Background: an optimization exercise with open tools, aiming at small area, a short achievable clock period and few clock cycles per item. Do not read the settings as production practice.
Function was checked by simulation only, so behaviour that the tests miss may differ from the original.

lane 1:
Design ray_plane_set_clipper, start of the top module:
module ray_plane_set_clipper (
    input  logic          aclk,
    input  logic          aresetn,
    input  logic          s_valid,
    output logic          s_ready,
    input  logic [227:0]  s_item,
    output logic          m_valid,
    input  logic          m_ready,
    output logic [162:0]  m_item,
    input  logic          cfg_we,
    input  logic [1:0]    cfg_index,
    input  logic [31:0]   cfg_wdata
);
clock: 12.0 ns
lec_check: 0
abc_clock_period_in_ps: 5000
cap_margin: 20
core_margin: 2
core_utilization: 40
cts_buf_list: sky130_fd_sc_hd__clkbuf_8
setup_slack_margin: 5
slew_margin: 20
run.sh (not shown) runs the stock make flow with config.mk's settings and CLKGATE_MAP_FILE= SYNTH_SCRIPT=/design/flow/synth_recipe.tcl, a recipe that flattens the netlist after the stock synthesis.
Testbench counts of lane 1, summed over its fixed seeds: cycles 23,813, items 768.
Modified inputs, lane 3 compared to lane 1
--- a/flow/design.v
+++ b/flow/design.v
@@ -375,47 +375,47 @@
     logic        sq_mode, c2s;
     logic [32:0] r_step;
     logic [3:0]  digs;
     logic [31:0] q_step, qmask, q_sq;
     logic [31:0] rp, rpm, rpp, rp1, rp1m, rp1p, rp2;
     logic [35:0] d3_sq;
     always_comb begin
         sq_mode = dv_sq;
         c2s = dv_c2;
         rp  = ~dv_d3[34:3];
         rpm = rp - 32'd1;
         rpp = rp + 32'd1;
-        x1  = sq_mode ? {dv_r[31:0], dv_l[31:28]} : {1'b0, dv_r, dv_l[31:30]};
+        x1  = {1'b0, dv_r, dv_l[31:30]};
         dd1 = dv_d;
         st1 = dstep(x1, dd1, dv_c1, c2s, dv_d3, dv_c3);
         sat_a = {1'b0, x1[35:1]} + dv_d + {35'd0, dv_c1};
         case (st1[34:33])
             2'd0:    begin rp1 = {rpm[29:0], 2'b01}; rp1m = {rpm[29:0], 2'b00}; rp1p = {rpm[29:0], 2'b10}; end
             2'd1:    begin rp1 = {rp[29:0],  2'b00}; rp1m = {rpm[29:0], 2'b11}; rp1p = {rp[29:0],  2'b01}; end
             2'd2:    begin rp1 = {rp[29:0],  2'b11}; rp1m = {rp[29:0],  2'b10}; rp1p = {rpp[29:0], 2'b00}; end
             default: begin rp1 = {rpp[29:0], 2'b10}; rp1m = {rpp[29:0], 2'b01}; rp1p = {rpp[29:0], 2'b11}; end
         endcase
         x2   = {1'b0, st1[32:0], dv_l[29:28]};
         dd2  = dv_d;
         d3s2 = dv_d3;
         st2  = dstep(x2, dd2, dv_c1, c2s, d3s2, dv_c3);
         case (st2[34:33])
             2'd0:    rp2 = {rp1m[29:0], 2'b01};
             2'd1:    rp2 = {rp1[29:0],  2'b00};
             2'd2:    rp2 = {rp1[29:0],  2'b11};
             default: rp2 = {rp1p[29:0], 2'b10};
         endcase
         digs = {st1[34:33], st2[34:33]};
         if (sq_mode) begin
-            r_step = st1[32:0];
+            r_step = {st1[30:0], dv_l[29:28]};
             q_sq   = {dv_q[29:0], st1[34:33]};
             d3_sq  = ~{1'b0, rp1, 3'b001};
         end else begin
             r_step = st2[32:0];
             q_sq   = '0;
             d3_sq  = '0;
         end
         q_step = dv_q;
         for (int i = 0; i < 8; i++) begin
             if (CL_END - 5'd1 - i[4:0] == dv_cnt) begin
                 q_step[4*i +: 4] = digs;
             end
@@ -743,27 +743,27 @@
                 L_M2: begin
                     if (mu_act && mu_cnt[0]) begin
                         ph_r <= L_M2B;
                     end
                 end
                 L_M2B: begin
                     ph_r    <= L_SQRT;
                     dv_mode <= M_SQRT;
                     dv_sq   <= 1'b1;
                     dv_c2   <= 1'b0;
                     dv_d    <= ~{3'b0, 30'd0, 3'b001};
                     dv_cnt  <= 5'd0;
-                    dv_r    <= '0;
+                    dv_r    <= {31'd0, p_den[31:30]};
                     dv_q    <= '0;
-                    dv_l    <= p_den[31:0];
+                    dv_l    <= {p_den[29:0], 2'b00};
                     mz_r    <= p_dzero;      
                     dv_d3   <= ~{1'b0, 32'd1, 3'b001};
                     dv_c3   <= 1'b1;
                     dv_c1   <= 1'b1;
                 end
                 L_SQRT: begin
                     if (dv_act && dv_cnt == SQ_END - 5'd1 && !mz_r) begin
                         ph_r    <= L_NDIV;
                         dv_mode <= M_NDIV;
                         dv_sq   <= 1'b0;
                         dv_c2   <= 1'b1;
                         dv_cnt  <= ND_BEG;
### Flow results
- Per the comparison of lane 3 with lane 1, clock tree skew after final layout increased by 0.026 ns relative to the old numbers, post-DP HPWL decreased by 1.7% relative to the old numbers, final cell area excluding filler cells decreased by 1.3% relative to the old numbers, final critical-path required period increased by 0.57 ns relative to the old numbers.
- Against lane 1 as the reference, lane 3 delivers a lower amount of wire on met3 after detailed routing.
- When the final numbers for lane 1 and lane 3 were put side by side, the total wire length after detailed routing turned out to be smaller in lane 3.
- Taking lane 1 as the reference, in lane 3 setup slack of the critical path after layout went down by 0.57 ns, length of the first detailed-routing pass in iterations up 4.
- Lane 3 vs lane 1, critical path endpoint: dv_r[0]$_DFF_P_ vs dv_r[7]$_DFF_P_
Testbench counts of lane 3, summed over its fixed seeds: cycles 23,813, items 768.

static timing again, ports no longer ideal:
In the flow no input, the clock included, has a driving cell. The finished layouts below were timed again as built, in two steps. Step 1 (the two cells are an assumption about what drives the block):
set clk [get_ports {aclk}]
set_driving_cell -lib_cell sky130_fd_sc_hd__clkbuf_16 $clk
set_driving_cell -lib_cell sky130_fd_sc_hd__buf_2 [delete_from_list [all_inputs] $clk]
Step 2, shift: input delay + t, output delay - t, t = (earliest + latest rising clock arrival at the registers) / 2. This alone moves slack from input paths to output paths. a / b / c = ideal ports / drivers / drivers and shift; a / b = the first two.
run	shift t [ns]	setup WS [ns]	worst hold slack (ns)
lane 1	1.141	4.313 / 4.313 / 4.313	0.379 / 0.379 / 0.379
lane 3	1.137	3.746 / 3.746 / 3.746	0.418 / 0.418 / 0.418
After both steps setup and hold are still met in every run listed.
